Source: an optimization exercise on an open RTL-to-GDS flow (aim: small area, a short achievable clock period and few clock cycles per item). Production flows keep margins and buffers that such runs may drop. Where RTL was checked, it was by simulation tests only, not by an equivalence proof against the original. The RTL of run 1 was laid out without a check of its function. Power figures rest on the tool's default switching activity, not on a simulated workload.

File: flow/config.mk
export PLATFORM = sky130hd
export DESIGN_NAME = matrix_mult_top
export DESIGN_NICKNAME = matrix_mult_top
export VERILOG_FILES = /design/flow/design.v
export SDC_FILE = /design/flow/constraint.sdc
export NUM_CORES = 4
export LEC_CHECK = 0
export CAP_MARGIN = 20
export CORE_MARGIN = 2
export CORE_UTILIZATION = 40
export SLEW_MARGIN = 20

export SETUP_SLACK_MARGIN = 5.5
export BUFFER_PORTS_ARGS = -buffer_cell sky130_fd_sc_hd__buf_2
File: flow/constraint.sdc
create_clock -name core_clock -period 8.5 [get_ports {ap_clk}]
set_input_delay 1.7000 -clock core_clock [delete_from_list [all_inputs] [get_ports {ap_clk}]]
set_output_delay 1.7000 -clock core_clock [all_outputs]
set_load 0.01 [all_outputs]
File: flow/design.v
`default_nettype none
module mm_booth_cs (
  input  wire [23:0] enc,
  input  wire [15:0] b,
  output wire [31:0] r0,
  output wire [31:0] r1,
  output wire [31:0] r2
);
  wire pp0_0 = ((enc[0] & b[0]) ^ enc[2]);
  wire pp0_1 = (((enc[0] & b[1]) | (enc[1] & b[0])) ^ enc[2]);
  wire pp0_2 = (((enc[0] & b[2]) | (enc[1] & b[1])) ^ enc[2]);
  wire pp0_3 = (((enc[0] & b[3]) | (enc[1] & b[2])) ^ enc[2]);
  wire pp0_4 = (((enc[0] & b[4]) | (enc[1] & b[3])) ^ enc[2]);
  wire pp0_5 = (((enc[0] & b[5]) | (enc[1] & b[4])) ^ enc[2]);
  wire pp0_6 = (((enc[0] & b[6]) | (enc[1] & b[5])) ^ enc[2]);
  wire pp0_7 = (((enc[0] & b[7]) | (enc[1] & b[6])) ^ enc[2]);
  wire pp0_8 = (((enc[0] & b[8]) | (enc[1] & b[7])) ^ enc[2]);
  wire pp0_9 = (((enc[0] & b[9]) | (enc[1] & b[8])) ^ enc[2]);
  wire pp0_10 = (((enc[0] & b[10]) | (enc[1] & b[9])) ^ enc[2]);
  wire pp0_11 = (((enc[0] & b[11]) | (enc[1] & b[10])) ^ enc[2]);
  wire pp0_12 = (((enc[0] & b[12]) | (enc[1] & b[11])) ^ enc[2]);
  wire pp0_13 = (((enc[0] & b[13]) | (enc[1] & b[12])) ^ enc[2]);
  wire pp0_14 = (((enc[0] & b[14]) | (enc[1] & b[13])) ^ enc[2]);
  wire pp0_15 = (((enc[0] & b[15]) | (enc[1] & b[14])) ^ enc[2]);
  wire pp0_16 = ~(((enc[0] & b[15]) | (enc[1] & b[15])) ^ enc[2]);
  wire pp1_0 = ((enc[3] & b[0]) ^ enc[5]);
  wire pp1_1 = (((enc[3] & b[1]) | (enc[4] & b[0])) ^ enc[5]);
  wire pp1_2 = (((enc[3] & b[2]) | (enc[4] & b[1])) ^ enc[5]);
  wire pp1_3 = (((enc[3] & b[3]) | (enc[4] & b[2])) ^ enc[5]);
  wire pp1_4 = (((enc[3] & b[4]) | (enc[4] & b[3])) ^ enc[5]);
  wire pp1_5 = (((enc[3] & b[5]) | (enc[4] & b[4])) ^ enc[5]);
  wire pp1_6 = (((enc[3] & b[6]) | (enc[4] & b[5])) ^ enc[5]);
  wire pp1_7 = (((enc[3] & b[7]) | (enc[4] & b[6])) ^ enc[5]);
  wire pp1_8 = (((enc[3] & b[8]) | (enc[4] & b[7])) ^ enc[5]);
  wire pp1_9 = (((enc[3] & b[9]) | (enc[4] & b[8])) ^ enc[5]);
  wire pp1_10 = (((enc[3] & b[10]) | (enc[4] & b[9])) ^ enc[5]);
  wire pp1_11 = (((enc[3] & b[11]) | (enc[4] & b[10])) ^ enc[5]);
  wire pp1_12 = (((enc[3] & b[12]) | (enc[4] & b[11])) ^ enc[5]);
  wire pp1_13 = (((enc[3] & b[13]) | (enc[4] & b[12])) ^ enc[5]);
  wire pp1_14 = (((enc[3] & b[14]) | (enc[4] & b[13])) ^ enc[5]);
  wire pp1_15 = (((enc[3] & b[15]) | (enc[4] & b[14])) ^ enc[5]);
  wire pp1_16 = ~(((enc[3] & b[15]) | (enc[4] & b[15])) ^ enc[5]);
  wire pp2_0 = ((enc[6] & b[0]) ^ enc[8]);
  wire pp2_1 = (((enc[6] & b[1]) | (enc[7] & b[0])) ^ enc[8]);
  wire pp2_2 = (((enc[6] & b[2]) | (enc[7] & b[1])) ^ enc[8]);
  wire pp2_3 = (((enc[6] & b[3]) | (enc[7] & b[2])) ^ enc[8]);
  wire pp2_4 = (((enc[6] & b[4]) | (enc[7] & b[3])) ^ enc[8]);
  wire pp2_5 = (((enc[6] & b[5]) | (enc[7] & b[4])) ^ enc[8]);
  wire pp2_6 = (((enc[6] & b[6]) | (enc[7] & b[5])) ^ enc[8]);
  wire pp2_7 = (((enc[6] & b[7]) | (enc[7] & b[6])) ^ enc[8]);
  wire pp2_8 = (((enc[6] & b[8]) | (enc[7] & b[7])) ^ enc[8]);
  wire pp2_9 = (((enc[6] & b[9]) | (enc[7] & b[8])) ^ enc[8]);
  wire pp2_10 = (((enc[6] & b[10]) | (enc[7] & b[9])) ^ enc[8]);
  wire pp2_11 = (((enc[6] & b[11]) | (enc[7] & b[10])) ^ enc[8]);
  wire pp2_12 = (((enc[6] & b[12]) | (enc[7] & b[11])) ^ enc[8]);
  wire pp2_13 = (((enc[6] & b[13]) | (enc[7] & b[12])) ^ enc[8]);
  wire pp2_14 = (((enc[6] & b[14]) | (enc[7] & b[13])) ^ enc[8]);
  wire pp2_15 = (((enc[6] & b[15]) | (enc[7] & b[14])) ^ enc[8]);
  wire pp2_16 = ~(((enc[6] & b[15]) | (enc[7] & b[15])) ^ enc[8]);
  wire pp3_0 = ((enc[9] & b[0]) ^ enc[11]);
  wire pp3_1 = (((enc[9] & b[1]) | (enc[10] & b[0])) ^ enc[11]);
  wire pp3_2 = (((enc[9] & b[2]) | (enc[10] & b[1])) ^ enc[11]);
  wire pp3_3 = (((enc[9] & b[3]) | (enc[10] & b[2])) ^ enc[11]);
  wire pp3_4 = (((enc[9] & b[4]) | (enc[10] & b[3])) ^ enc[11]);
  wire pp3_5 = (((enc[9] & b[5]) | (enc[10] & b[4])) ^ enc[11]);
  wire pp3_6 = (((enc[9] & b[6]) | (enc[10] & b[5])) ^ enc[11]);
  wire pp3_7 = (((enc[9] & b[7]) | (enc[10] & b[6])) ^ enc[11]);
  wire pp3_8 = (((enc[9] & b[8]) | (enc[10] & b[7])) ^ enc[11]);
  wire pp3_9 = (((enc[9] & b[9]) | (enc[10] & b[8])) ^ enc[11]);
  wire pp3_10 = (((enc[9] & b[10]) | (enc[10] & b[9])) ^ enc[11]);
  wire pp3_11 = (((enc[9] & b[11]) | (enc[10] & b[10])) ^ enc[11]);
  wire pp3_12 = (((enc[9] & b[12]) | (enc[10] & b[11])) ^ enc[11]);
  wire pp3_13 = (((enc[9] & b[13]) | (enc[10] & b[12])) ^ enc[11]);
  wire pp3_14 = (((enc[9] & b[14]) | (enc[10] & b[13])) ^ enc[11]);
  wire pp3_15 = (((enc[9] & b[15]) | (enc[10] & b[14])) ^ enc[11]);
  wire pp3_16 = ~(((enc[9] & b[15]) | (enc[10] & b[15])) ^ enc[11]);
  wire pp4_0 = ((enc[12] & b[0]) ^ enc[14]);
  wire pp4_1 = (((enc[12] & b[1]) | (enc[13] & b[0])) ^ enc[14]);
  wire pp4_2 = (((enc[12] & b[2]) | (enc[13] & b[1])) ^ enc[14]);
  wire pp4_3 = (((enc[12] & b[3]) | (enc[13] & b[2])) ^ enc[14]);
  wire pp4_4 = (((enc[12] & b[4]) | (enc[13] & b[3])) ^ enc[14]);
  wire pp4_5 = (((enc[12] & b[5]) | (enc[13] & b[4])) ^ enc[14]);
  wire pp4_6 = (((enc[12] & b[6]) | (enc[13] & b[5])) ^ enc[14]);
  wire pp4_7 = (((enc[12] & b[7]) | (enc[13] & b[6])) ^ enc[14]);
  wire pp4_8 = (((enc[12] & b[8]) | (enc[13] & b[7])) ^ enc[14]);
  wire pp4_9 = (((enc[12] & b[9]) | (enc[13] & b[8])) ^ enc[14]);
  wire pp4_10 = (((enc[12] & b[10]) | (enc[13] & b[9])) ^ enc[14]);
  wire pp4_11 = (((enc[12] & b[11]) | (enc[13] & b[10])) ^ enc[14]);
  wire pp4_12 = (((enc[12] & b[12]) | (enc[13] & b[11])) ^ enc[14]);
  wire pp4_13 = (((enc[12] & b[13]) | (enc[13] & b[12])) ^ enc[14]);
  wire pp4_14 = (((enc[12] & b[14]) | (enc[13] & b[13])) ^ enc[14]);
  wire pp4_15 = (((enc[12] & b[15]) | (enc[13] & b[14])) ^ enc[14]);
  wire pp4_16 = ~(((enc[12] & b[15]) | (enc[13] & b[15])) ^ enc[14]);
  wire pp5_0 = ((enc[15] & b[0]) ^ enc[17]);
  wire pp5_1 = (((enc[15] & b[1]) | (enc[16] & b[0])) ^ enc[17]);
  wire pp5_2 = (((enc[15] & b[2]) | (enc[16] & b[1])) ^ enc[17]);
  wire pp5_3 = (((enc[15] & b[3]) | (enc[16] & b[2])) ^ enc[17]);
  wire pp5_4 = (((enc[15] & b[4]) | (enc[16] & b[3])) ^ enc[17]);
  wire pp5_5 = (((enc[15] & b[5]) | (enc[16] & b[4])) ^ enc[17]);
  wire pp5_6 = (((enc[15] & b[6]) | (enc[16] & b[5])) ^ enc[17]);
  wire pp5_7 = (((enc[15] & b[7]) | (enc[16] & b[6])) ^ enc[17]);
  wire pp5_8 = (((enc[15] & b[8]) | (enc[16] & b[7])) ^ enc[17]);
  wire pp5_9 = (((enc[15] & b[9]) | (enc[16] & b[8])) ^ enc[17]);
  wire pp5_10 = (((enc[15] & b[10]) | (enc[16] & b[9])) ^ enc[17]);
  wire pp5_11 = (((enc[15] & b[11]) | (enc[16] & b[10])) ^ enc[17]);
  wire pp5_12 = (((enc[15] & b[12]) | (enc[16] & b[11])) ^ enc[17]);
  wire pp5_13 = (((enc[15] & b[13]) | (enc[16] & b[12])) ^ enc[17]);
  wire pp5_14 = (((enc[15] & b[14]) | (enc[16] & b[13])) ^ enc[17]);
  wire pp5_15 = (((enc[15] & b[15]) | (enc[16] & b[14])) ^ enc[17]);
  wire pp5_16 = ~(((enc[15] & b[15]) | (enc[16] & b[15])) ^ enc[17]);
  wire pp6_0 = ((enc[18] & b[0]) ^ enc[20]);
  wire pp6_1 = (((enc[18] & b[1]) | (enc[19] & b[0])) ^ enc[20]);
  wire pp6_2 = (((enc[18] & b[2]) | (enc[19] & b[1])) ^ enc[20]);
  wire pp6_3 = (((enc[18] & b[3]) | (enc[19] & b[2])) ^ enc[20]);
  wire pp6_4 = (((enc[18] & b[4]) | (enc[19] & b[3])) ^ enc[20]);
  wire pp6_5 = (((enc[18] & b[5]) | (enc[19] & b[4])) ^ enc[20]);
  wire pp6_6 = (((enc[18] & b[6]) | (enc[19] & b[5])) ^ enc[20]);
  wire pp6_7 = (((enc[18] & b[7]) | (enc[19] & b[6])) ^ enc[20]);
  wire pp6_8 = (((enc[18] & b[8]) | (enc[19] & b[7])) ^ enc[20]);
  wire pp6_9 = (((enc[18] & b[9]) | (enc[19] & b[8])) ^ enc[20]);
  wire pp6_10 = (((enc[18] & b[10]) | (enc[19] & b[9])) ^ enc[20]);
  wire pp6_11 = (((enc[18] & b[11]) | (enc[19] & b[10])) ^ enc[20]);
  wire pp6_12 = (((enc[18] & b[12]) | (enc[19] & b[11])) ^ enc[20]);
  wire pp6_13 = (((enc[18] & b[13]) | (enc[19] & b[12])) ^ enc[20]);
  wire pp6_14 = (((enc[18] & b[14]) | (enc[19] & b[13])) ^ enc[20]);
  wire pp6_15 = (((enc[18] & b[15]) | (enc[19] & b[14])) ^ enc[20]);
  wire pp6_16 = ~(((enc[18] & b[15]) | (enc[19] & b[15])) ^ enc[20]);
  wire pp7_0 = ((enc[21] & b[0]) ^ enc[23]);
  wire pp7_1 = (((enc[21] & b[1]) | (enc[22] & b[0])) ^ enc[23]);
  wire pp7_2 = (((enc[21] & b[2]) | (enc[22] & b[1])) ^ enc[23]);
  wire pp7_3 = (((enc[21] & b[3]) | (enc[22] & b[2])) ^ enc[23]);
  wire pp7_4 = (((enc[21] & b[4]) | (enc[22] & b[3])) ^ enc[23]);
  wire pp7_5 = (((enc[21] & b[5]) | (enc[22] & b[4])) ^ enc[23]);
  wire pp7_6 = (((enc[21] & b[6]) | (enc[22] & b[5])) ^ enc[23]);
  wire pp7_7 = (((enc[21] & b[7]) | (enc[22] & b[6])) ^ enc[23]);
  wire pp7_8 = (((enc[21] & b[8]) | (enc[22] & b[7])) ^ enc[23]);
  wire pp7_9 = (((enc[21] & b[9]) | (enc[22] & b[8])) ^ enc[23]);
  wire pp7_10 = (((enc[21] & b[10]) | (enc[22] & b[9])) ^ enc[23]);
  wire pp7_11 = (((enc[21] & b[11]) | (enc[22] & b[10])) ^ enc[23]);
  wire pp7_12 = (((enc[21] & b[12]) | (enc[22] & b[11])) ^ enc[23]);
  wire pp7_13 = (((enc[21] & b[13]) | (enc[22] & b[12])) ^ enc[23]);
  wire pp7_14 = (((enc[21] & b[14]) | (enc[22] & b[13])) ^ enc[23]);
  wire pp7_15 = (((enc[21] & b[15]) | (enc[22] & b[14])) ^ enc[23]);
  wire pp7_16 = ~(((enc[21] & b[15]) | (enc[22] & b[15])) ^ enc[23]);
  wire t1, t2, t3, t4, t5, t6, t7, t8, t9, t10, t11, t12, t13, t14, t15, t16, t17, t18, t19, t20, t21, t22, t23, t24, t25, t26, t27, t28, t29, t30, t31, t32, t33, t34, t35, t36, t37, t38, t39, t40, t41, t42, t43, t44, t45, t46, t47, t48, t49, t50, t51, t52, t53, t54, t55, t56, t57, t58, t59, t60, t61, t62, t63, t64, t65, t66, t67, t68, t69, t70, t71, t72, t73, t74, t75, t76, t77, t78, t79, t80, t81, t82, t83, t84, t85, t86, t87, t88, t89, t90, t91, t92, t93, t94, t95, t96, t97, t98, t99, t100, t101, t102, t103, t104, t105, t106, t107, t108, t109, t110, t111, t112, t113, t114, t115, t116, t117, t118, t119, t120, t121, t122, t123, t124, t125, t126, t127, t128, t129, t130, t131, t132, t133, t134, t135, t136, t137, t138, t139, t140, t141, t142, t143, t144, t145, t146, t147, t148, t149, t150, t151, t152, t153, t154, t155, t156, t157, t158, t159, t160, t161, t162, t163, t164, t165, t166, t167, t168;
  assign t1 = pp0_10 ^ pp1_8;
  assign t2 = pp0_10 & pp1_8;
  assign t3 = pp0_11 ^ pp1_9;
  assign t4 = pp0_11 & pp1_9;
  assign t5 = pp0_12 ^ pp1_10 ^ pp2_8;
  assign t6 = (pp0_12 & pp1_10) | (pp0_12 & pp2_8) | (pp1_10 & pp2_8);
  assign t7 = pp3_6 ^ pp4_4;
  assign t8 = pp3_6 & pp4_4;
  assign t9 = pp0_13 ^ pp1_11 ^ pp2_9;
  assign t10 = (pp0_13 & pp1_11) | (pp0_13 & pp2_9) | (pp1_11 & pp2_9);
  assign t11 = pp3_7 ^ pp4_5;
  assign t12 = pp3_7 & pp4_5;
  assign t13 = pp0_14 ^ pp1_12 ^ pp2_10;
  assign t14 = (pp0_14 & pp1_12) | (pp0_14 & pp2_10) | (pp1_12 & pp2_10);
  assign t15 = pp3_8 ^ pp4_6 ^ pp5_4;
  assign t16 = (pp3_8 & pp4_6) | (pp3_8 & pp5_4) | (pp4_6 & pp5_4);
  assign t17 = pp6_2 ^ pp7_0;
  assign t18 = pp6_2 & pp7_0;
  assign t19 = pp0_15 ^ pp1_13 ^ pp2_11;
  assign t20 = (pp0_15 & pp1_13) | (pp0_15 & pp2_11) | (pp1_13 & pp2_11);
  assign t21 = pp3_9 ^ pp4_7 ^ pp5_5;
  assign t22 = (pp3_9 & pp4_7) | (pp3_9 & pp5_5) | (pp4_7 & pp5_5);
  assign t23 = pp6_3 ^ pp7_1;
  assign t24 = pp6_3 & pp7_1;
  assign t25 = pp0_16 ^ pp1_14 ^ pp2_12;
  assign t26 = (pp0_16 & pp1_14) | (pp0_16 & pp2_12) | (pp1_14 & pp2_12);
  assign t27 = pp3_10 ^ pp4_8 ^ pp5_6;
  assign t28 = (pp3_10 & pp4_8) | (pp3_10 & pp5_6) | (pp4_8 & pp5_6);
  assign t29 = pp6_4 ^ pp7_2 ^ 1'b1;
  assign t30 = (pp6_4 & pp7_2) | (pp6_4 & 1'b1) | (pp7_2 & 1'b1);
  assign t31 = pp1_15 ^ pp2_13 ^ pp3_11;
  assign t32 = (pp1_15 & pp2_13) | (pp1_15 & pp3_11) | (pp2_13 & pp3_11);
  assign t33 = pp4_9 ^ pp5_7 ^ pp6_5;
  assign t34 = (pp4_9 & pp5_7) | (pp4_9 & pp6_5) | (pp5_7 & pp6_5);
  assign t35 = pp7_3 ^ 1'b1;
  assign t36 = pp7_3 & 1'b1;
  assign t37 = pp1_16 ^ pp2_14 ^ pp3_12;
  assign t38 = (pp1_16 & pp2_14) | (pp1_16 & pp3_12) | (pp2_14 & pp3_12);
  assign t39 = pp4_10 ^ pp5_8 ^ pp6_6;
  assign t40 = (pp4_10 & pp5_8) | (pp4_10 & pp6_6) | (pp5_8 & pp6_6);
  assign t41 = pp2_15 ^ pp3_13 ^ pp4_11;
  assign t42 = (pp2_15 & pp3_13) | (pp2_15 & pp4_11) | (pp3_13 & pp4_11);
  assign t43 = pp5_9 ^ pp6_7;
  assign t44 = pp5_9 & pp6_7;
  assign t45 = pp2_16 ^ pp3_14 ^ pp4_12;
  assign t46 = (pp2_16 & pp3_14) | (pp2_16 & pp4_12) | (pp3_14 & pp4_12);
  assign t47 = pp3_15 ^ pp4_13;
  assign t48 = pp3_15 & pp4_13;
  assign t49 = pp0_6 ^ pp1_4;
  assign t50 = pp0_6 & pp1_4;
  assign t51 = pp0_7 ^ pp1_5;
  assign t52 = pp0_7 & pp1_5;
  assign t53 = pp0_8 ^ pp1_6 ^ pp2_4;
  assign t54 = (pp0_8 & pp1_6) | (pp0_8 & pp2_4) | (pp1_6 & pp2_4);
  assign t55 = pp3_2 ^ pp4_0;
  assign t56 = pp3_2 & pp4_0;
  assign t57 = pp0_9 ^ pp1_7 ^ pp2_5;
  assign t58 = (pp0_9 & pp1_7) | (pp0_9 & pp2_5) | (pp1_7 & pp2_5);
  assign t59 = pp3_3 ^ pp4_1;
  assign t60 = pp3_3 & pp4_1;
  assign t61 = pp2_6 ^ pp3_4 ^ pp4_2;
  assign t62 = (pp2_6 & pp3_4) | (pp2_6 & pp4_2) | (pp3_4 & pp4_2);
  assign t63 = pp5_0 ^ enc[17] ^ t1;
  assign t64 = (pp5_0 & enc[17]) | (pp5_0 & t1) | (enc[17] & t1);
  assign t65 = pp2_7 ^ pp3_5 ^ pp4_3;
  assign t66 = (pp2_7 & pp3_5) | (pp2_7 & pp4_3) | (pp3_5 & pp4_3);
  assign t67 = pp5_1 ^ t2 ^ t3;
  assign t68 = (pp5_1 & t2) | (pp5_1 & t3) | (t2 & t3);
  assign t69 = pp5_2 ^ pp6_0 ^ enc[20];
  assign t70 = (pp5_2 & pp6_0) | (pp5_2 & enc[20]) | (pp6_0 & enc[20]);
  assign t71 = t4 ^ t5 ^ t7;
  assign t72 = (t4 & t5) | (t4 & t7) | (t5 & t7);
  assign t73 = pp5_3 ^ pp6_1 ^ t6;
  assign t74 = (pp5_3 & pp6_1) | (pp5_3 & t6) | (pp6_1 & t6);
  assign t75 = t8 ^ t9 ^ t11;
  assign t76 = (t8 & t9) | (t8 & t11) | (t9 & t11);
  assign t77 = enc[23] ^ t10 ^ t12;
  assign t78 = (enc[23] & t10) | (enc[23] & t12) | (t10 & t12);
  assign t79 = t13 ^ t15 ^ t17;
  assign t80 = (t13 & t15) | (t13 & t17) | (t15 & t17);
  assign t81 = t14 ^ t16 ^ t18;
  assign t82 = (t14 & t16) | (t14 & t18) | (t16 & t18);
  assign t83 = t19 ^ t21 ^ t23;
  assign t84 = (t19 & t21) | (t19 & t23) | (t21 & t23);
  assign t85 = t20 ^ t22 ^ t24;
  assign t86 = (t20 & t22) | (t20 & t24) | (t22 & t24);
  assign t87 = t25 ^ t27 ^ t29;
  assign t88 = (t25 & t27) | (t25 & t29) | (t27 & t29);
  assign t89 = t26 ^ t28 ^ t30;
  assign t90 = (t26 & t28) | (t26 & t30) | (t28 & t30);
  assign t91 = t31 ^ t33 ^ t35;
  assign t92 = (t31 & t33) | (t31 & t35) | (t33 & t35);
  assign t93 = pp7_4 ^ t32 ^ t34;
  assign t94 = (pp7_4 & t32) | (pp7_4 & t34) | (t32 & t34);
  assign t95 = t36 ^ t37 ^ t39;
  assign t96 = (t36 & t37) | (t36 & t39) | (t37 & t39);
  assign t97 = pp7_5 ^ 1'b1 ^ t38;
  assign t98 = (pp7_5 & 1'b1) | (pp7_5 & t38) | (1'b1 & t38);
  assign t99 = t40 ^ t41 ^ t43;
  assign t100 = (t40 & t41) | (t40 & t43) | (t41 & t43);
  assign t101 = pp5_10 ^ pp6_8 ^ pp7_6;
  assign t102 = (pp5_10 & pp6_8) | (pp5_10 & pp7_6) | (pp6_8 & pp7_6);
  assign t103 = t42 ^ t44 ^ t45;
  assign t104 = (t42 & t44) | (t42 & t45) | (t44 & t45);
  assign t105 = pp5_11 ^ pp6_9 ^ pp7_7;
  assign t106 = (pp5_11 & pp6_9) | (pp5_11 & pp7_7) | (pp6_9 & pp7_7);
  assign t107 = 1'b1 ^ t46 ^ t47;
  assign t108 = (1'b1 & t46) | (1'b1 & t47) | (t46 & t47);
  assign t109 = pp3_16 ^ pp4_14 ^ pp5_12;
  assign t110 = (pp3_16 & pp4_14) | (pp3_16 & pp5_12) | (pp4_14 & pp5_12);
  assign t111 = pp6_10 ^ pp7_8 ^ t48;
  assign t112 = (pp6_10 & pp7_8) | (pp6_10 & t48) | (pp7_8 & t48);
  assign t113 = pp4_15 ^ pp5_13 ^ pp6_11;
  assign t114 = (pp4_15 & pp5_13) | (pp4_15 & pp6_11) | (pp5_13 & pp6_11);
  assign t115 = pp7_9 ^ 1'b1;
  assign t116 = pp7_9 & 1'b1;
  assign t117 = pp4_16 ^ pp5_14 ^ pp6_12;
  assign t118 = (pp4_16 & pp5_14) | (pp4_16 & pp6_12) | (pp5_14 & pp6_12);
  assign t119 = pp5_15 ^ pp6_13;
  assign t120 = pp5_15 & pp6_13;
  assign t121 = pp0_4 ^ pp1_2;
  assign t122 = pp0_4 & pp1_2;
  assign t123 = pp0_5 ^ pp1_3;
  assign t124 = pp0_5 & pp1_3;
  assign t125 = pp2_2 ^ pp3_0 ^ enc[11];
  assign t126 = (pp2_2 & pp3_0) | (pp2_2 & enc[11]) | (pp3_0 & enc[11]);
  assign t127 = pp2_3 ^ pp3_1 ^ t50;
  assign t128 = (pp2_3 & pp3_1) | (pp2_3 & t50) | (pp3_1 & t50);
  assign t129 = enc[14] ^ t52 ^ t53;
  assign t130 = (enc[14] & t52) | (enc[14] & t53) | (t52 & t53);
  assign t131 = t54 ^ t56 ^ t57;
  assign t132 = (t54 & t56) | (t54 & t57) | (t56 & t57);
  assign t133 = t58 ^ t60 ^ t61;
  assign t134 = (t58 & t60) | (t58 & t61) | (t60 & t61);
  assign t135 = t62 ^ t64 ^ t65;
  assign t136 = (t62 & t64) | (t62 & t65) | (t64 & t65);
  assign t137 = t66 ^ t68 ^ t69;
  assign t138 = (t66 & t68) | (t66 & t69) | (t68 & t69);
  assign t139 = t70 ^ t72 ^ t73;
  assign t140 = (t70 & t72) | (t70 & t73) | (t72 & t73);
  assign t141 = t74 ^ t76 ^ t77;
  assign t142 = (t74 & t76) | (t74 & t77) | (t76 & t77);
  assign t143 = t78 ^ t80 ^ t81;
  assign t144 = (t78 & t80) | (t78 & t81) | (t80 & t81);
  assign t145 = t82 ^ t84 ^ t85;
  assign t146 = (t82 & t84) | (t82 & t85) | (t84 & t85);
  assign t147 = t86 ^ t88 ^ t89;
  assign t148 = (t86 & t88) | (t86 & t89) | (t88 & t89);
  assign t149 = t90 ^ t92 ^ t93;
  assign t150 = (t90 & t92) | (t90 & t93) | (t92 & t93);
  assign t151 = t94 ^ t96 ^ t97;
  assign t152 = (t94 & t96) | (t94 & t97) | (t96 & t97);
  assign t153 = t98 ^ t100 ^ t101;
  assign t154 = (t98 & t100) | (t98 & t101) | (t100 & t101);
  assign t155 = t102 ^ t104 ^ t105;
  assign t156 = (t102 & t104) | (t102 & t105) | (t104 & t105);
  assign t157 = t106 ^ t108 ^ t109;
  assign t158 = (t106 & t108) | (t106 & t109) | (t108 & t109);
  assign t159 = t110 ^ t112 ^ t113;
  assign t160 = (t110 & t112) | (t110 & t113) | (t112 & t113);
  assign t161 = pp7_10 ^ t114 ^ t116;
  assign t162 = (pp7_10 & t114) | (pp7_10 & t116) | (t114 & t116);
  assign t163 = pp7_11 ^ 1'b1 ^ t118;
  assign t164 = (pp7_11 & 1'b1) | (pp7_11 & t118) | (1'b1 & t118);
  assign t165 = pp5_16 ^ pp6_14 ^ pp7_12;
  assign t166 = (pp5_16 & pp6_14) | (pp5_16 & pp7_12) | (pp6_14 & pp7_12);
  assign t167 = pp6_15 ^ pp7_13;
  assign t168 = pp6_15 & pp7_13;
  assign r0 = {1'b1, pp7_16, pp7_15, pp6_16, 1'b1, t120, t119, t117, t115, t111, t107, t103, t99, t95, t91, t87, t83, t79, t75, t71, t67, t63, t59, t55, t51, t49, pp2_1, pp2_0, pp0_3, pp0_2, pp0_1, pp0_0};
  assign r1 = {1'b0, 1'b0, 1'b1, pp7_14, t166, t164, t162, t160, t158, t156, t154, t152, t150, t148, t146, t144, t142, t140, t138, t136, t134, t132, t130, t128, t126, t124, t122, enc[8], pp1_1, pp1_0, 1'b0, enc[2]};
  assign r2 = {1'b0, 1'b0, 1'b0, t168, t167, t165, t163, t161, t159, t157, t155, t153, t151, t149, t147, t145, t143, t141, t139, t137, t135, t133, t131, t129, t127, t125, t123, t121, 1'b0, enc[5], 1'b0, 1'b0};
endmodule
`default_nettype wire
`default_nettype none
module matrix_mult_top (
  input  wire                           ap_clk,
  input  wire                           areset,
  input  wire                           i_start,
  output logic                          o_idle,
  output logic                          o_done,
  input  wire                           i_a_valid,
  output logic                          o_a_ready,
  input  wire  [4*16-1:0] i_a_data,
  input  wire                           i_b_valid,
  output logic                          o_b_ready,
  input  wire  [4*16-1:0] i_b_data,
  output logic                          o_c_valid,
  input  wire                           i_c_ready,
  output logic [4*32-1:0]  o_c_data,
  output logic                          o_c_last
);
  logic       start_r;
  logic       busy;
  logic       job_open;
  logic       job_end;
  logic       idle_r;
  assign job_open = i_start & ~start_r & ~busy;
  assign job_end  = o_c_valid & i_c_ready & o_c_last;
  always_ff @(posedge ap_clk) begin
    if (areset) begin
      start_r <= 1'b0;
    end else begin
      start_r <= i_start;
    end
  end
  always_ff @(posedge ap_clk) begin
    if (areset) begin
      busy   <= 1'b0;
      idle_r <= 1'b1;
      o_done <= 1'b0;
    end else begin
      o_done <= job_end;
      if (job_end) begin
        busy   <= 1'b0;
        idle_r <= 1'b1;
      end else if (job_open) begin
        busy   <= 1'b1;
        idle_r <= 1'b0;
      end
    end
  end
  assign o_idle = idle_r;
  logic [1:0]  ph;
  logic [1:0]  kb;           
  logic        inbeat;       
  logic        intake_done;  
  logic        spec1;        
  logic        spec2;        
  logic        eq_r;         
  logic        take0;
  logic        cap;
  logic        xfer;
  logic [15:0] a_raw;
  logic [63:0] b0;
  always_ff @(posedge ap_clk) begin
    eq_r <= i_a_valid & i_b_valid & (i_a_data[15:0] == a_raw) & (i_b_data == b0);
  end
  assign take0 = busy & ~intake_done & ~inbeat & (ph == 2'd0) & i_a_valid & i_b_valid;
  assign cap   = ~busy | take0 | inbeat;
  always_ff @(posedge ap_clk) begin
    if (areset) begin
      xfer <= 1'b0;
    end else begin
      xfer <= inbeat & (ph == 2'd2) & ~(spec2 & ~eq_r);
    end
  end
  assign o_a_ready = xfer;
  assign o_b_ready = xfer;
  always_ff @(posedge ap_clk) begin
    if (areset) begin
      ph          <= 2'd0;
      kb          <= 2'd0;
      inbeat      <= 1'b0;
      intake_done <= 1'b0;
      spec1       <= 1'b0;
      spec2       <= 1'b0;
    end else if (job_open) begin
      ph          <= 2'd1;
      kb          <= 2'd0;
      inbeat      <= 1'b1;
      intake_done <= 1'b0;
      spec1       <= 1'b1;
      spec2       <= 1'b0;
    end else begin
      spec1 <= 1'b0;
      spec2 <= spec1;
      ph    <= (busy & ~job_end) ? ph + 2'd1 : 2'd0;
      if (spec2 & ~eq_r) begin
        inbeat <= 1'b0;
      end else if (take0) begin
        inbeat <= 1'b1;
      end else if (xfer) begin
        inbeat <= 1'b0;
      end
      if (xfer) begin
        kb <= kb + 2'd1;
        if (kb == 2'd3) begin
          intake_done <= 1'b1;
        end
      end
    end
  end
  logic [15:0] a_sel;
  logic [16:0] a_ext;
  logic [23:0] enc_d;
  logic [23:0] enc0;
  logic        first0;
  logic        last0;
  assign a_sel = cap ? i_a_data[ph*16 +: 16] : 16'd0;
  assign a_ext = {a_sel, 1'b0};
  always_comb begin
    for (int d = 0; d < 8; d++) begin
      enc_d[3*d]   = a_ext[2*d] ^ a_ext[2*d+1];
      enc_d[3*d+1] = (a_ext[2*d +: 3] == 3'b011) | (a_ext[2*d +: 3] == 3'b100);
      enc_d[3*d+2] = a_ext[2*d+2];
    end
  end
  always_ff @(posedge ap_clk) begin
    enc0  <= enc_d;
    b0    <= i_b_data;
    a_raw <= i_a_data[15:0];
  end
  always_ff @(posedge ap_clk) begin
    if (areset) begin
      first0 <= 1'b0;
      last0  <= 1'b0;
    end else begin
      first0 <= cap & (kb == 2'd0);
      last0  <= cap & (kb == 2'd3);
    end
  end
  logic [31:0] r0_1 [4];
  logic [31:0] r1_1 [4];
  logic [31:0] r2_1 [4];
  logic        last1;
  for (genvar j = 0; j < 4; j++) begin : g_mul
    logic [31:0] r0_w;
    logic [31:0] r1_w;
    logic [31:0] r2_w;
    mm_booth_cs mul (
      .enc (enc0),
      .b   (b0[16*j +: 16]),
      .r0  (r0_w),
      .r1  (r1_w),
      .r2  (r2_w)
    );
    always_ff @(posedge ap_clk) begin
      r0_1[j] <= r0_w;
      r1_1[j] <= r1_w;
      r2_1[j] <= r2_w;
    end
  end
  always_ff @(posedge ap_clk) begin
    if (areset) begin
      last1 <= 1'b0;
    end else begin
      last1 <= last0;
    end
  end
  logic [127:0] res;
  logic         last2;
  always_ff @(posedge ap_clk) begin
    if (areset) begin
      last2 <= 1'b0;
    end else begin
      last2 <= last1;
    end
  end
  for (genvar j = 0; j < 4; j++) begin : g_acc
    logic [31:0] acc [1:3];
    logic [31:0] x1;
    logic [31:0] y1;
    logic [31:0] x2;
    logic [31:0] y2;
    logic [16:0] lo;
    logic [15:0] a0_lo;
    logic [15:0] a0_hs;
    logic [15:0] a0_hc;
    logic        a0_ci;
    logic [16:0] a0_hi;
    logic [31:0] a0_sum;
    assign x1 = acc[3] ^ r0_1[j] ^ r1_1[j];
    assign y1 = {(acc[3][30:0] & r0_1[j][30:0]) | (acc[3][30:0] & r1_1[j][30:0])
                 | (r0_1[j][30:0] & r1_1[j][30:0]), 1'b0};
    assign x2 = x1 ^ y1 ^ r2_1[j];
    assign y2 = {(x1[30:0] & y1[30:0]) | (x1[30:0] & r2_1[j][30:0])
                 | (y1[30:0] & r2_1[j][30:0]), 1'b0};
    assign lo = {1'b0, x2[15:0]} + {1'b0, y2[15:0]};
    assign a0_hi  = {a0_hs, a0_ci} + {a0_hc, a0_ci};
    assign a0_sum = {a0_hi[16:1], a0_lo};
    assign res[32*j +: 32] = a0_sum;
    always_ff @(posedge ap_clk) begin
      a0_lo  <= lo[15:0];
      a0_ci  <= lo[16];
      a0_hs  <= x2[31:16];
      a0_hc  <= y2[31:16];
      acc[1] <= a0_sum;
      acc[2] <= acc[1];
      acc[3] <= acc[2] & {32{~first0}};
    end
  end
  logic [1:0]   row2;
  logic [1:0]   orow;
  logic         post;
  logic         all_loaded;
  logic         load;
  logic [127:0] out_data;
  assign row2 = ph - 2'd3;
  assign load = busy & ~all_loaded & (row2 == orow) & (last2 | post)
              & (~o_c_valid | i_c_ready);
  always_ff @(posedge ap_clk) begin
    if (areset) begin
      o_c_valid  <= 1'b0;
      o_c_last   <= 1'b0;
      orow       <= 2'd0;
      post       <= 1'b0;
      all_loaded <= 1'b0;
    end else if (job_open) begin
      o_c_valid  <= 1'b0;
      o_c_last   <= 1'b0;
      orow       <= 2'd0;
      post       <= 1'b0;
      all_loaded <= 1'b0;
    end else begin
      if (last2 & (row2 == 2'd3)) begin
        post <= 1'b1;
      end
      if (load) begin
        o_c_valid <= 1'b1;
        o_c_last  <= (orow == 2'd3);
        orow      <= orow + 2'd1;
        if (orow == 2'd3) begin
          all_loaded <= 1'b1;
        end
      end else if (i_c_ready) begin
        o_c_valid <= 1'b0;
      end
    end
  end
  always_ff @(posedge ap_clk) begin
    if (load) begin
      out_data <= res;
    end
  end
  assign o_c_data = out_data;
endmodule
`default_nettype wire
File: flow/flow/run.sh
#!/bin/bash
# The standard layout (standard.sh) with these settings added to its
# config.mk:
#  - every port buffer is a buf_2 cell
#  - timing repair aims at a 5.5 ns setup margin
# standard.sh writes every tool's log under orfs/logs; its own output goes
# to standard.log here.
set -e
cat >> config.mk <<'CFG'

export SETUP_SLACK_MARGIN = 5.5
export BUFFER_PORTS_ARGS = -buffer_cell sky130_fd_sc_hd__buf_2
CFG
bash standard.sh > standard.log 2>&1
File: flow/standard.sh
#!/bin/bash
# synth_recipe.tcl (not shown) runs the flow's synth.tcl, then flattens the netlist and writes it again
# the make line also repeats each setting of config.mk as NAME=value (left out here)
make -C /OpenROAD-flow-scripts/flow DESIGN_CONFIG=/design/flow/config.mk WORK_HOME=/design/flow/orfs CLKGATE_MAP_FILE= SYNTH_SCRIPT=/design/flow/synth_recipe.tcl "${@:-finish}"
==> metrics.md, run 1 <==
| Metric | Value |
|---|---|
| Status | complete, no violations |
| CP required | 9210 ps |
| DR vias/cell | 5.109 |
| Critical path's largest stage delay | 520 ps |
| Worst Hold Class | reg -> reg |
| Max FO, Critical Path | 4 |
| TNS Setup | 0 ps |
| Final Cycle Share | 37.26% |
| Final net count | 5,859 |
| Top_reg_cell synth | dfxtp_1 |
| Synthesized area | 0.05530 sq mm |
| Setup Skew | 43.23 ps |
| Commonest non-fill, non-tap cell in the layout | dfxtp_1 |
| Unrepaired setup endpoints after global routing | yes |
| TritonCTS Sinks | 1,163 |
| Clock transition at path regs | 60 ps |
| Post-synth top area share | 37.47% |
| R2r setup slk | 5330 ps |
| DR DRC count | 0 |
| Reg-to-reg endpoint | g_acc[3].a0_lo[12] |
| Hold Path Origin | g_acc[3].acc[1][8] |
| Post-DR wirelength/cell | 21.24 um |
| Die height | 375.8 um |
| Slowest-stage cell, CP | fa_1 |
| Worst hold slack | 307.9 ps |
| Post-synth EDFFs | 128 |
| Relative slew slack | 27.34% |
| Final wirelength | 147.1 mm |
| Post-Place Cells | 6,626 |
| Final setup fails | 0 |
| Congestion Overflow GR | 0 |
| Syn_nets | 5,683 |
| Initial drt markers | 2,321 |
| MaxCap Viol Count | 0 |
| Ys Warns | 8 |
| Final Hold Fails | 0 |
| Die W | 375.8 um |
| Worst-Margin Slew | 1088 ps |
| Synthesized instance count | 4,846 |
| Crit path launch type | register |
| Ys async rst share | 0% |
| Root Driver | clkbuf_16 |
| Synthesized area per cell | 11.41 sq um |
| CTS max path bufs | 3 |
| Antenna violations before repair | 11 |
| Hold Path End | g_acc[3].acc[2][8] |
| Layout cells sized above 1 | 15.46% |
| CTS tree | yes |
| Most used cell, CP | fa_1 |
| Synth cell types | 78 |
| Total power | 33.27 mW |
| Cts bufs inserted | 132 |
| Leak | 27.21 nW |
| Buffers on Ports | 267 |
| FP Rows | 136 |
| Worst r2r src | r1_1[0][4] |
| Pin count of the biggest net entering global routing | 72 |
| First-pass GRT wire length | 221.8 mm |
| IO Count | 268 |
| Register area share after synthesis | 44.42% |
| R2R depth | 12 |
| Cell taking the most area after synthesis | dfxtp_1 |
| Cts hold-fix bufs | 0 |
| Most frequent cells in the layout | 969 x dfxtp_1, 632 x inv_1, 484 x a22oi_1, 460 x xnor2_1, 451 x fa_1 |
| Final Non-Filler Cells | 6,926 |
| Area Overhead vs Synth | 15.88% |
| PwrDens | 519.1 mW/mm^2 |
| Vias in the first global route | 36.93k |
| Via Count | 35.38k |
| Period minus WS final | 3168 ps |
| Capturing element type of the critical path | register |
| Critical Path AT | 3870 ps |
| H-tree depth | 4 |
| Peak VDD IR | 0.2670 mV |
| Ranking of synthesized cells by area | dfxtp_1 37%, fa_1 17%, xnor2_1 7.3% |
| Starting Density | 40.27% |
| HPWL Detailed | 97.73 mm |
| Utilization after layout | 46.67% |
| Final slew viol count | 0 |
| Filler cells | 12.35k |
| Final antenna-violating net count | 0 |
| Synthesized flop and latch total | 1,163 |
| Crit-path cells | inv_8 -> fa_1 -> fa_1 -> inv_1 -> ha_4 -> nor2b_2 -> o31a_1 -> o211ai_1 -> nand2_1 -> a41oi_4 -> nor2b_4 -> xnor2_1 |
| Die area | 0.1412 sq mm |
| DRT Pass-1 Iters | 6 |
| Worst Hold Depth | 0 |
| Fmax | 315.7 MHz |
| Crit Path Class | reg -> reg |
| Total core area | 0.1373 sq mm |
| Routability congestion estimate | 0.8423 |
| GRT Resource Usage Total | 20.72% |
| Worst-Skew Late Latency | 780 ps |
-- worst max-delay path, delay by kind of cell (launching register included) --
family,cells,cell delay (ps)
fa+ha+maj,3,1240
compound gates,3,740
simple gates,3,530
flops,1,380
buf+inv,2,140
xor+xnor,1,120
-- stage by stage --
step / setup WS (ps) / instance area, sq um
after floorplan: 5484 / 55360
after global placement: 4384 / 58140
after detailed placement: 4412 / 58140
after CTS: 5355 / 63410
after global routing: 5217 / 64080
final: 5332 / 64080
-- final cells by class --
type                    instances  area, sq um  area share, %
diodes                          4        10.01        0.01562
clock buffers                 191         3934          6.138
clock inverters                49        623.1         0.9723
inverters                     640         2419          3.774
multi-input cells            2709        27580          43.04
flip-flops and latches       1163        24710          38.56
well taps                    1794         2245          3.503
repair buffers                376         2561          3.997
-- routing by layer --
metal  vias up  global-route usage [%]  wire length, um
met2      1357                   32.36            65930
met5         -                       0               35
met3       331                   6.039            13200
li1      16150                       -                -
met1     17540                   27.24            63130
met4         6                   7.547             4778
-- report_power, final --
part | switching (mW) | internal (mW)
clock network | 2.39 | 3.50
logic | 9.69 | 8.12
registers | 1.16 | 8.40
-- kinds of logic (layout without fill, tap and decap cells) --
logic type | after synthesis | count (layout) | synth area share (%)
buf+inv | 975 | 1256 | 6.656
xor+xnor | 689 | 689 | 10.91
compound gates | 824 | 824 | 10.73
mux | 39 | 39 | 0.9548
other cells | 0 | 4 | 0
flops | 1163 | 1163 | 44.42
simple gates | 453 | 454 | 4.240
fa+ha+maj | 703 | 703 | 22.10
-- worst max path at each step --
stage,from,endpoint,slack [ps]
2_1_floorplan,r1_1[0][4],g_acc[1].a0_lo[15],5480
3_3_place_gp,i_b_data[46],eq_r,4380
3_5_place_dp,i_b_data[44],eq_r,4410
4_1_cts,r1_1[0][4],g_acc[3].a0_lo[13],5350
5_1_grt,r0_1[3][4],g_acc[3].a0_lo[12],5220
6_report,r1_1[0][4],g_acc[3].a0_lo[12],5330
-- state kept, by name (all words and copies together) (netlist names), 2 cells and up --
register     count
orow             2
g_acc.a0_hc     64
out_data       128
r1_1           106
enc0            24
b0              64
r0_1           120
a_raw           16
kb               2
ph               2
g_acc.a0_hs     64
r2_1           101
g_acc.acc      384
g_acc.a0_lo     64
g_acc.a0_ci      4
-- synthesized netlist by cell type (7+ instances only) --
library cell and n:
fa_1 456, buf_2 14, or2_2 9, o2bb2ai_1 8, nand2b_1 12, nor4_1 18
nand3_1 14, mux4_2 9, buf_1 49, o22ai_1 12, nor2b_1 150, nor2_1 81
o21ai_0 88, o21a_1 29, edfxtp_1 128, a221oi_1 9, a21o_1 30, a211oi_1 15
nand4_1 12, inv_1 640, clkbuf_1 271, mux2_2 20, o211ai_1 9, xor2_1 229
ha_1 247, nor3_1 19, mux2i_1 10, dfxtp_1 1035, and3_1 10, o21bai_1 7
xnor2_1 460, a22oi_1 484, or3_1 7, nand2_1 105, a21oi_1 67
-- repair_timing --
action | 4_1_cts | 5_1_grt
setup endpoints to repair | 344 | 205
gates cloned | 1 | 0
setup buffers | 31 | 24
gates resized for setup | 129 | 103
pin swaps | 39 | 42
==> run 2: changes to the inputs <==
--- a/flow/design.v
+++ b/flow/design.v
@@ -371,14 +371,19 @@
   logic        intake_done;  
   logic        spec1;        
   logic        spec2;        
-  logic        eq_r;         
+  logic [8:0]  eq_r;         
   logic        take0;
   logic        cap;
   logic        xfer;
   logic [15:0] a_raw;
   logic [63:0] b0;
   always_ff @(posedge ap_clk) begin
-    eq_r <= i_a_valid & i_b_valid & (i_a_data[15:0] == a_raw) & (i_b_data == b0);
+    eq_r[0] <= i_a_valid & i_b_valid;
+    eq_r[1] <= (i_a_data[7:0] == a_raw[7:0]);
+    eq_r[2] <= (i_a_data[15:8] == a_raw[15:8]);
+    for (int g = 0; g < 6; g++) begin
+      eq_r[3+g] <= (i_b_data[11*g +: 11] == b0[11*g +: 11]);
+    end
   end
   assign take0 = busy & ~intake_done & ~inbeat & (ph == 2'd0) & i_a_valid & i_b_valid;
   assign cap   = ~busy | take0 | inbeat;
@@ -386,7 +391,7 @@
     if (areset) begin
       xfer <= 1'b0;
     end else begin
-      xfer <= inbeat & (ph == 2'd2) & ~(spec2 & ~eq_r);
+      xfer <= inbeat & (ph == 2'd2) & ~(spec2 & ~(&eq_r));
     end
   end
   assign o_a_ready = xfer;
@@ -410,7 +415,7 @@
       spec1 <= 1'b0;
       spec2 <= spec1;
       ph    <= (busy & ~job_end) ? ph + 2'd1 : 2'd0;
-      if (spec2 & ~eq_r) begin
+      if (spec2 & ~(&eq_r)) begin
         inbeat <= 1'b0;
       end else if (take0) begin
         inbeat <= 1'b1;
@@ -497,12 +502,12 @@
     logic [31:0] y1;
     logic [31:0] x2;
     logic [31:0] y2;
-    logic [16:0] lo;
-    logic [15:0] a0_lo;
-    logic [15:0] a0_hs;
-    logic [15:0] a0_hc;
+    logic [12:0] lo;
+    logic [11:0] a0_lo;
+    logic [19:0] a0_hs;
+    logic [19:0] a0_hc;
     logic        a0_ci;
-    logic [16:0] a0_hi;
+    logic [20:0] a0_hi;
     logic [31:0] a0_sum;
     assign x1 = acc[3] ^ r0_1[j] ^ r1_1[j];
     assign y1 = {(acc[3][30:0] & r0_1[j][30:0]) | (acc[3][30:0] & r1_1[j][30:0])
@@ -510,15 +515,15 @@
     assign x2 = x1 ^ y1 ^ r2_1[j];
     assign y2 = {(x1[30:0] & y1[30:0]) | (x1[30:0] & r2_1[j][30:0])
                  | (y1[30:0] & r2_1[j][30:0]), 1'b0};
-    assign lo = {1'b0, x2[15:0]} + {1'b0, y2[15:0]};
+    assign lo = {1'b0, x2[11:0]} + {1'b0, y2[11:0]};
     assign a0_hi  = {a0_hs, a0_ci} + {a0_hc, a0_ci};
-    assign a0_sum = {a0_hi[16:1], a0_lo};
+    assign a0_sum = {a0_hi[20:1], a0_lo};
     assign res[32*j +: 32] = a0_sum;
     always_ff @(posedge ap_clk) begin
-      a0_lo  <= lo[15:0];
-      a0_ci  <= lo[16];
-      a0_hs  <= x2[31:16];
-      a0_hc  <= y2[31:16];
+      a0_lo  <= lo[11:0];
+      a0_ci  <= lo[12];
+      a0_hs  <= x2[31:12];
+      a0_hc  <= y2[31:12];
       acc[1] <= a0_sum;
       acc[2] <= acc[1];
       acc[3] <= acc[2] & {32{~first0}};
==> flow/flow/run.sh (replaced) <==
#!/bin/bash
# The standard layout (standard.sh) with these settings added to its
# config.mk (55% core utilization comes from config.mk):
#  - Yosys synth without its early abc -fast pass (-noabc), so that the
#    carry-save trees map to full-adder cells without extra inverters;
#    the registers and their names are the same as the standard synthesis
#  - every port buffer is a buf_2 cell
#  - timing repair aims at a 5.5 ns setup margin
#  - clock tree sink clusters of at most 30 sinks and 100 um
# standard.sh writes every tool's log under orfs/logs; its own output goes
# to standard.log here.
set -e
cat >> config.mk <<'CFG'
export SYNTH_ARGS = -noabc
export SETUP_SLACK_MARGIN = 5.5
export CTS_CLUSTER_SIZE = 30
export CTS_CLUSTER_DIAMETER = 100
export BUFFER_PORTS_ARGS = -buffer_cell sky130_fd_sc_hd__buf_2
CFG
bash standard.sh > standard.log 2>&1
--- a/flow/config.mk
+++ b/flow/config.mk
@@ -7,8 +7,10 @@
 export LEC_CHECK = 0
 export CAP_MARGIN = 20
 export CORE_MARGIN = 2
-export CORE_UTILIZATION = 40
+export CORE_UTILIZATION = 55
 export SLEW_MARGIN = 20
-
+export SYNTH_ARGS = -noabc
 export SETUP_SLACK_MARGIN = 5.5
+export CTS_CLUSTER_SIZE = 30
+export CTS_CLUSTER_DIAMETER = 100
 export BUFFER_PORTS_ARGS = -buffer_cell sky130_fd_sc_hd__buf_2
==> run 2 against run 1 <==
  * Still clean
  * First-iteration DRC count up 13%
  * Via count fell by 7.5%
  * Combinational power is 13% lower
  * Synthesized cell count decreased by 8.3%
  * Largest power group unchanged
==> metrics.md, run 2 <==
| Metric | Value |
|---|---|
| Synthesized instance count | 4,443 |
| Post-synth top cells | 1,059 x dfxtp_1, 607 x xnor2_1, 481 x a22oi_1 |
| Total power | 28.08 mW |
| Synthesized area | 0.05454 sq mm |
| IO Count | 268 |
| Final Non-Filler Cells | 5,818 |
| Starting Density | 55.50% |
| Crit Path Class | reg -> out |
| Worst Hold Class | reg -> reg |
| DR vias/cell | 5.623 |
| Syn_nets | 5,304 |
| Most common cell in the netlist | dfxtp_1 |
| Peak VDD IR | 0.3233 mV |
| Die area | 0.1017 sq mm |
| Cell taking the most area after synthesis | dfxtp_1 |
| TNS Setup | 0 ps |
| Max FO, Critical Path | 1 |
| Die height | 318.9 um |
| Critical path's largest stage delay | 600 ps |
| Final setup fails | 0 |
| Die W | 318.9 um |
| Commonest non-fill, non-tap cell in the layout | dfxtp_1 |
| Ys async rst share | 0% |
| Leak | 23.56 nW |
| Crit path launch type | register |
| Clock transition at path regs | 120 ps |
| Crit-path cells | buf_2 |
| FP Rows | 115 |
| Worst-Skew Late Latency | 690 ps |
| Area Overhead vs Synth | 8.312% |
| MaxCap Viol Count | 0 |
| R2r setup slk | 5310 ps |
| Final slew viol count | 0 |
| CTS tree | yes |
| Biggest register | g_acc.acc |
| DRT Pass-1 Iters | 8 |
| Total core area | 0.09828 sq mm |
| Reg area | 0.02518 sq mm |
| Final wirelength | 132.9 mm |
| Synth cell types | 75 |
| Ranking of synthesized cells by area | dfxtp_1 39%, fa_1 17%, xnor2_1 9.7% |
| WP buf/inv | 1 |
| GRT Resource Usage Total | 26.33% |
| Via Count | 32.71k |
| Buffers on Ports | 267 |
| Vias in the first global route | 33.85k |
| Final WS setup | 5291 ps |
| Root Driver | clkbuf_16 |
| Status | complete, no violations |
| Most frequent cells in the layout | 991 x dfxtp_1, 603 x xnor2_1, 481 x a22oi_1, 460 x fa_1, 267 x buf_2 |
| Unrepaired setup endpoints after global routing | yes |
| Ys Warns | 10 |
| Final Hold Fails | 0 |
| Cts hold-fix bufs | 0 |
| Capturing element type of the critical path | output pin |
| Register area share after synthesis | 45.92% |
| Initial drt markers | 2,616 |
| Antenna violations before repair | 5 |
| CP required | 6800 ps |
| Max reg flops | 384 |
| Congestion Overflow GR | 0 |
| First-pass GRT wire length | 205.2 mm |
| Multi-input logic area | 0.02780 sq mm |
| Post-Place Cells | 5,693 |
| Critical Path AT | 1510 ps |
| Pin count of the biggest net entering global routing | 69 |
| Fmax | 311.6 MHz |
| Post-DR wirelength/cell | 22.84 um |
| Final antenna-violating net count | 0 |
| Synthesized area per cell | 12.28 sq um |
| TritonCTS Sinks | 1,187 |
| DR DRC count | 0 |
| Critical path's top delay family | flip-flops |
| Top_reg_cell synth | dfxtp_1 |
| Synthesized flop and latch total | 1,187 |
| PwrDens | 475.4 mW/mm^2 |
| HPWL Detailed | 86.79 mm |
| Period minus WS final | 3209 ps |
| Setup Skew | 28.94 ps |
| H-tree depth | 2 |
| Largest regs | g_acc.acc x384, out_data x128, r0_1 x120 |
| Filler cells | 8,071 |
| Routability congestion estimate | 0.8307 |
| Final Cycle Share | 37.76% |
| Final net count | 5,356 |
| Slowest-stage cell, CP | edfxtp_1 |
| Relative slew slack | 38.22% |
| CTS max path bufs | 3 |
| Post-synth top area share | 38.87% |
| Setup WS pre-CTS | 4842 ps |
| Post-synth EDFFs | 128 |
| Worst-Margin Slew | 925.4 ps |
| Layout cells sized above 1 | 12.47% |
| Cts bufs inserted | 47 |
## run 2: cell count changes after synthesis, sizes merged, moves of 14 or more
cell	previous run	this run
buf	64	86
a21oi	69	85
inv	640	188
xnor2	460	607
o21a	29	15
xor2	229	111
clkbuf	271	257
dfxtp	1035	1059
nor2	81	64
nand3	14	28
## run 2: cell type report
type / instances / share of cell area (%)
flip-flops and latches: 1187 / 42.63
well taps: 1287 / 2.726
multi-input cells: 2725 / 47.06
clock inverters: 9 / 0.1991
repair buffers: 346 / 3.935
inverters: 188 / 1.199
clock buffers: 75 / 2.241
diodes: 1 / 0.004236
## run 2: logic make-up after synthesis
family	Yosys count	synth area share (%)
adder cells (fa/ha/maj)	727	23.12
flip-flops	1187	45.92
multiplexers	29	0.7594
XOR/XNOR	718	11.53
AND/OR/NAND/NOR	436	4.189
buffers and inverters	531	3.691
AO/OA/AOI/OAI	815	10.79
## run 2: repair_timing
item / CTS / global route
setup endpoints to repair: 252 / 193
resized for setup: 86 / 78
pin swaps: 33 / 42
setup buffers: 23 / 17
## run 2: layer usage
layer	global-route usage, %	routed length, um	up-vias
met4	8.162	3940	4
met5	0	21	-
met3	4.521	9430	189
met1	36.40	58040	16340
li1	-	-	14970
met2	42.43	61460	1208
## run 2: worst paths after layout
kind,start,end,cells after the start
max,out_data[32],o_c_data[32],1
min,g_acc[1].acc[1][0],g_acc[1].acc[2][0],0
max reg2reg,r1_1[0][4],g_acc[2].a0_lo[11],10
min reg2reg,g_acc[1].acc[1][0],g_acc[1].acc[2][0],0
## run 2: stage by stage
step	cell area [sq um]	utilization, %	hold WS [ps]
3_3_place_gp	56610	57.61	309.9
3_5_place_dp	56610	57.61	312.1
6_report	59070	60.11	329.2
2_1_floorplan	54660	-	309.6
5_1_grt	59070	60.11	333.2
4_1_cts	58700	59.73	330.5
## run 2: report_power, final
group | leakage [nW] | switching [mW] | internal [mW]
registers | 10.1 | 1.27 | 8.57
logic | 12.8 | 8.27 | 7.09
clock network | 0.693 | 1.75 | 1.14
Testbench counts of run 2, summed over its fixed seeds: cycles 7,680, jobs 384.
==> run 3: changes to the inputs <==
--- a/flow/flow/run.sh
+++ b/flow/flow/run.sh
@@ -6,15 +6,15 @@
 #    the registers and their names are the same as the standard synthesis
 #  - every port buffer is a buf_2 cell
 #  - timing repair aims at a 5.5 ns setup margin
-#  - clock tree sink clusters of at most 30 sinks and 100 um
+#  - clock tree sink clusters of at most 25 sinks and 80 um
 # standard.sh writes every tool's log under orfs/logs; its own output goes
 # to standard.log here.
 set -e
 cat >> config.mk <<'CFG'
 export SYNTH_ARGS = -noabc
 export SETUP_SLACK_MARGIN = 5.5
-export CTS_CLUSTER_SIZE = 30
-export CTS_CLUSTER_DIAMETER = 100
+export CTS_CLUSTER_SIZE = 25
+export CTS_CLUSTER_DIAMETER = 80
 export BUFFER_PORTS_ARGS = -buffer_cell sky130_fd_sc_hd__buf_2
 CFG
 bash standard.sh > standard.log 2>&1
--- a/flow/config.mk
+++ b/flow/config.mk
@@ -11,6 +11,6 @@
 export SLEW_MARGIN = 20
 export SYNTH_ARGS = -noabc
 export SETUP_SLACK_MARGIN = 5.5
-export CTS_CLUSTER_SIZE = 30
-export CTS_CLUSTER_DIAMETER = 100
+export CTS_CLUSTER_SIZE = 25
+export CTS_CLUSTER_DIAMETER = 80
 export BUFFER_PORTS_ARGS = -buffer_cell sky130_fd_sc_hd__buf_2
==> run 3 against run 2 <==
  * Worst setup slack better by 1.8 ps
  * Highest routed layer unchanged
  * Fmax is essentially flat
  * First-iteration DRC count is 4.4% lower
  * Die area did not move
  * Critical path type unchanged
  * Power increased by 1.2%
  * Combinational power about the same
  * Sequential share of layout area down 0.18 points
  * Design area increased by 0.42%
==> metrics.md, run 3 <==
| Metric | Value |
|---|---|
| Final Hold Fails | 0 |
| Final wirelength | 133.5 mm |
| Leak | 23.67 nW |
| Register area share after synthesis | 45.92% |
| Final WS setup | 5292 ps |
| Clock transition at path regs | 100 ps |
| Synth cell types | 75 |
| Synthesized flop and latch total | 1,187 |
| Post-synth top area share | 38.87% |
| Crit-path cells | buf_2 |
| CTS max path bufs | 3 |
| Slowest-stage cell, CP | edfxtp_1 |
| Pin count of the biggest net entering global routing | 69 |
| GRT met2 Usage | 42.41% |
| Most frequent cells in the layout | 989 x dfxtp_1, 603 x xnor2_1, 481 x a22oi_1, 460 x fa_1, 267 x buf_2 |
| Met3 Usage GRT | 4.680% |
| TritonCTS Sinks | 1,187 |
| Fmax | 311.8 MHz |
| Status | complete, no violations |
| Peak VDD IR | 0.3193 mV |
| Starting Density | 55.50% |
| Reg area | 0.02518 sq mm |
| Final antenna-violating net count | 0 |
| Worst Hold Depth | 0 |
| Cell taking the most area after synthesis | dfxtp_1 |
| MaxCap Viol Count | 0 |
| GR Util met1 | 36.48% |
| IO Count | 268 |
| WP buf/inv | 1 |
| Capturing element type of the critical path | output pin |
| Worst-Margin Slew | 937.0 ps |
| Biggest register | g_acc.acc |
| Crit Path Class | reg -> out |
| Root Driver | clkbuf_16 |
| Final setup fails | 0 |
| Buffers on Ports | 267 |
| H-tree depth | 2 |
| CTS tree | yes |
| Die area | 0.1017 sq mm |
| Ranking of synthesized cells by area | dfxtp_1 39%, fa_1 17%, xnor2_1 9.7% |
| Unrepaired setup endpoints after global routing | yes |
| R2R depth | 9 |
| Post-DR wirelength/cell | 22.92 um |
| DRT Pass-1 Iters | 6 |
| Largest regs | g_acc.acc x384, out_data x128, r0_1 x120 |
| Ys Warns | 10 |
| Critical Path AT | 1510 ps |
| GR peak layer | met2 |
| Synthesized instance count | 4,443 |
| FP Rows | 115 |
| Final net count | 5,361 |
| First-pass GRT wire length | 205.4 mm |
| Routability congestion estimate | 0.8307 |
| DR vias/cell | 5.625 |
| Final slew viol count | 0 |
| R2r setup slk | 5330 ps |
| Design area | 0.05932 sq mm |
| GRT Resource Usage Total | 26.33% |
| Total power | 28.42 mW |
| Commonest non-fill, non-tap cell in the layout | dfxtp_1 |
| Critical path's largest stage delay | 570 ps |
| Filler cells | 8,033 |
| Utilization after layout | 60.36% |
| Via Count | 32.77k |
| Max FO, Critical Path | 1 |
| Layout cells sized above 1 | 12.72% |
| Multi-input logic area | 0.02783 sq mm |
| Synthesized area per cell | 12.28 sq um |
| Die height | 318.9 um |
| Initial drt markers | 2,500 |
| Critical path's top delay family | flip-flops |
| Period minus WS final | 3208 ps |
| Top_reg_cell synth | dfxtp_1 |
| Post-synth top cells | 1,059 x dfxtp_1, 607 x xnor2_1, 481 x a22oi_1 |
| Most common cell in the netlist | dfxtp_1 |
| Setup WS pre-CTS | 4842 ps |
| CP required | 6800 ps |
| Final Cycle Share | 37.74% |
| Synthesized area | 0.05454 sq mm |
| Ys async rst share | 0% |
| Syn_nets | 5,304 |
| Total core area | 0.09828 sq mm |
| Vias in the first global route | 33.96k |
| Max reg flops | 384 |
| DP Area | 0.05661 sq mm |
| HPWL Detailed | 86.79 mm |
| DR DRC count | 0 |
| Post-synth EDFFs | 128 |
| Area Overhead vs Synth | 8.764% |
| WP depth | 1 |
| Setup Skew | 53.44 ps |
| Congestion Overflow GR | 0 |
| Worst Hold Class | reg -> reg |
| PwrDens | 479.1 mW/mm^2 |
| Die W | 318.9 um |
| TNS Setup | 0 ps |
| Relative slew slack | 37.45% |
| Crit path launch type | register |
| Worst-Skew Late Latency | 710 ps |
| Cts hold-fix bufs | 0 |
| Antenna violations before repair | 6 |
| Cts bufs inserted | 56 |
## run 3: changes by cell type in the layout (fill, tap and decap cells not counted), moves of 2 or more
cell,change
ha_4,+2
inv_8,-3
dfxtp_1,-2
clkbuf_16,+10
inv_12,+2
dfxtp_4,-2
dfxtp_2,+4
buf_4,-4
## run 3: power breakdown
part           switching, mW  leakage (nW)  internal (mW)
clock                   1.80         0.815           1.32
combinational           8.29          12.8           7.14
sequential              1.29          10.1           8.58
## run 3: path summary, 6_finish.rpt
| path | from | endpoint |
|---|---|---|
| setup / recovery | out_data[32] | o_c_data[32] |
| hold / removal | g_acc[0].acc[1][9] | g_acc[0].acc[2][9] |
| setup reg to reg | r1_1[0][4] | g_acc[1].a0_lo[11] |
| hold reg to reg | g_acc[0].acc[1][9] | g_acc[0].acc[2][9] |
## run 3: what timing repair did
action,CTS,global route
buffers inserted,19,17
resized for setup,78,86
pin swaps,23,43
setup endpoints to repair,249,195
## run 3: per-stage QoR
step                      hold WS (ps)  instances
after floorplan                  309.6       4443
after global placement           309.9       5693
after detailed placement         312.1       5693
after CTS                        331.4       5806
after global routing             332.1       5823
final                            331.0       5825
## run 3: layout make-up
class	count	share of cell area (%)
diodes	2	0.008437
flip-flops and latches	1187	42.45
well taps	1287	2.715
multi-input cells	2725	46.91
clock buffers	86	2.694
clock inverters	8	0.1540
inverters	188	1.194
repair buffers	342	3.873
## run 3: logic make-up (layout without fill, tap and decap cells)
| logic type | after synthesis | count (layout) | synth area share, % |
|---|---|---|---|
| buffers and inverters | 531 | 624 | 3.691 |
| DFF | 1187 | 1187 | 45.92 |
| muxes | 29 | 29 | 0.7594 |
| and+or+nand+nor | 436 | 436 | 4.189 |
| adders and majority gates | 727 | 727 | 23.12 |
| xor gates and xnor gates | 718 | 718 | 11.53 |
| other | 0 | 2 | 0 |
| AOI/OAI and AO/OA | 815 | 815 | 10.79 |
## run 3: layer usage
layer / share of wire, % / vias to the layer above
li1: - / 14990
met1: 44 / 16390
met2: 46 / 1166
met3: 6.9 / 217
met4: 3.1 / 4
met5: 0.016 / -

==> afterwards: timing with drivers on the ports <==
No port has a modelled driver above. Below, the same layouts with a new extraction and two added sets of constraints. Step 1 (the two cells are an assumption about what drives the block):
set clk [get_ports {ap_clk}]
set_driving_cell -lib_cell sky130_fd_sc_hd__clkbuf_16 $clk
set_driving_cell -lib_cell sky130_fd_sc_hd__buf_2 [delete_from_list [all_inputs] $clk]
Step 2 times the ports against the registers' clock, not the clock port: input delays grow and output delays shrink by t, the midpoint of the rising clock arrivals with the driver on. Slacks: ideal ports / drivers / drivers and shift; pairs: ideal ports / drivers.
run	shift t [ns]	slack for setup (ns)	pins driven straight from the clock port
run 1	0.846	5.332 / 5.321 / 4.616	1
run 2	0.752	5.291 / 5.215 / 5.078	1
run 3	0.756	5.292 / 5.220 / 5.078	1
After both steps setup and hold are still met in every run listed. For run 1, which loses most, drivers alone change the setup slack by -0.011 ns; drivers and shift together by -0.716 ns.
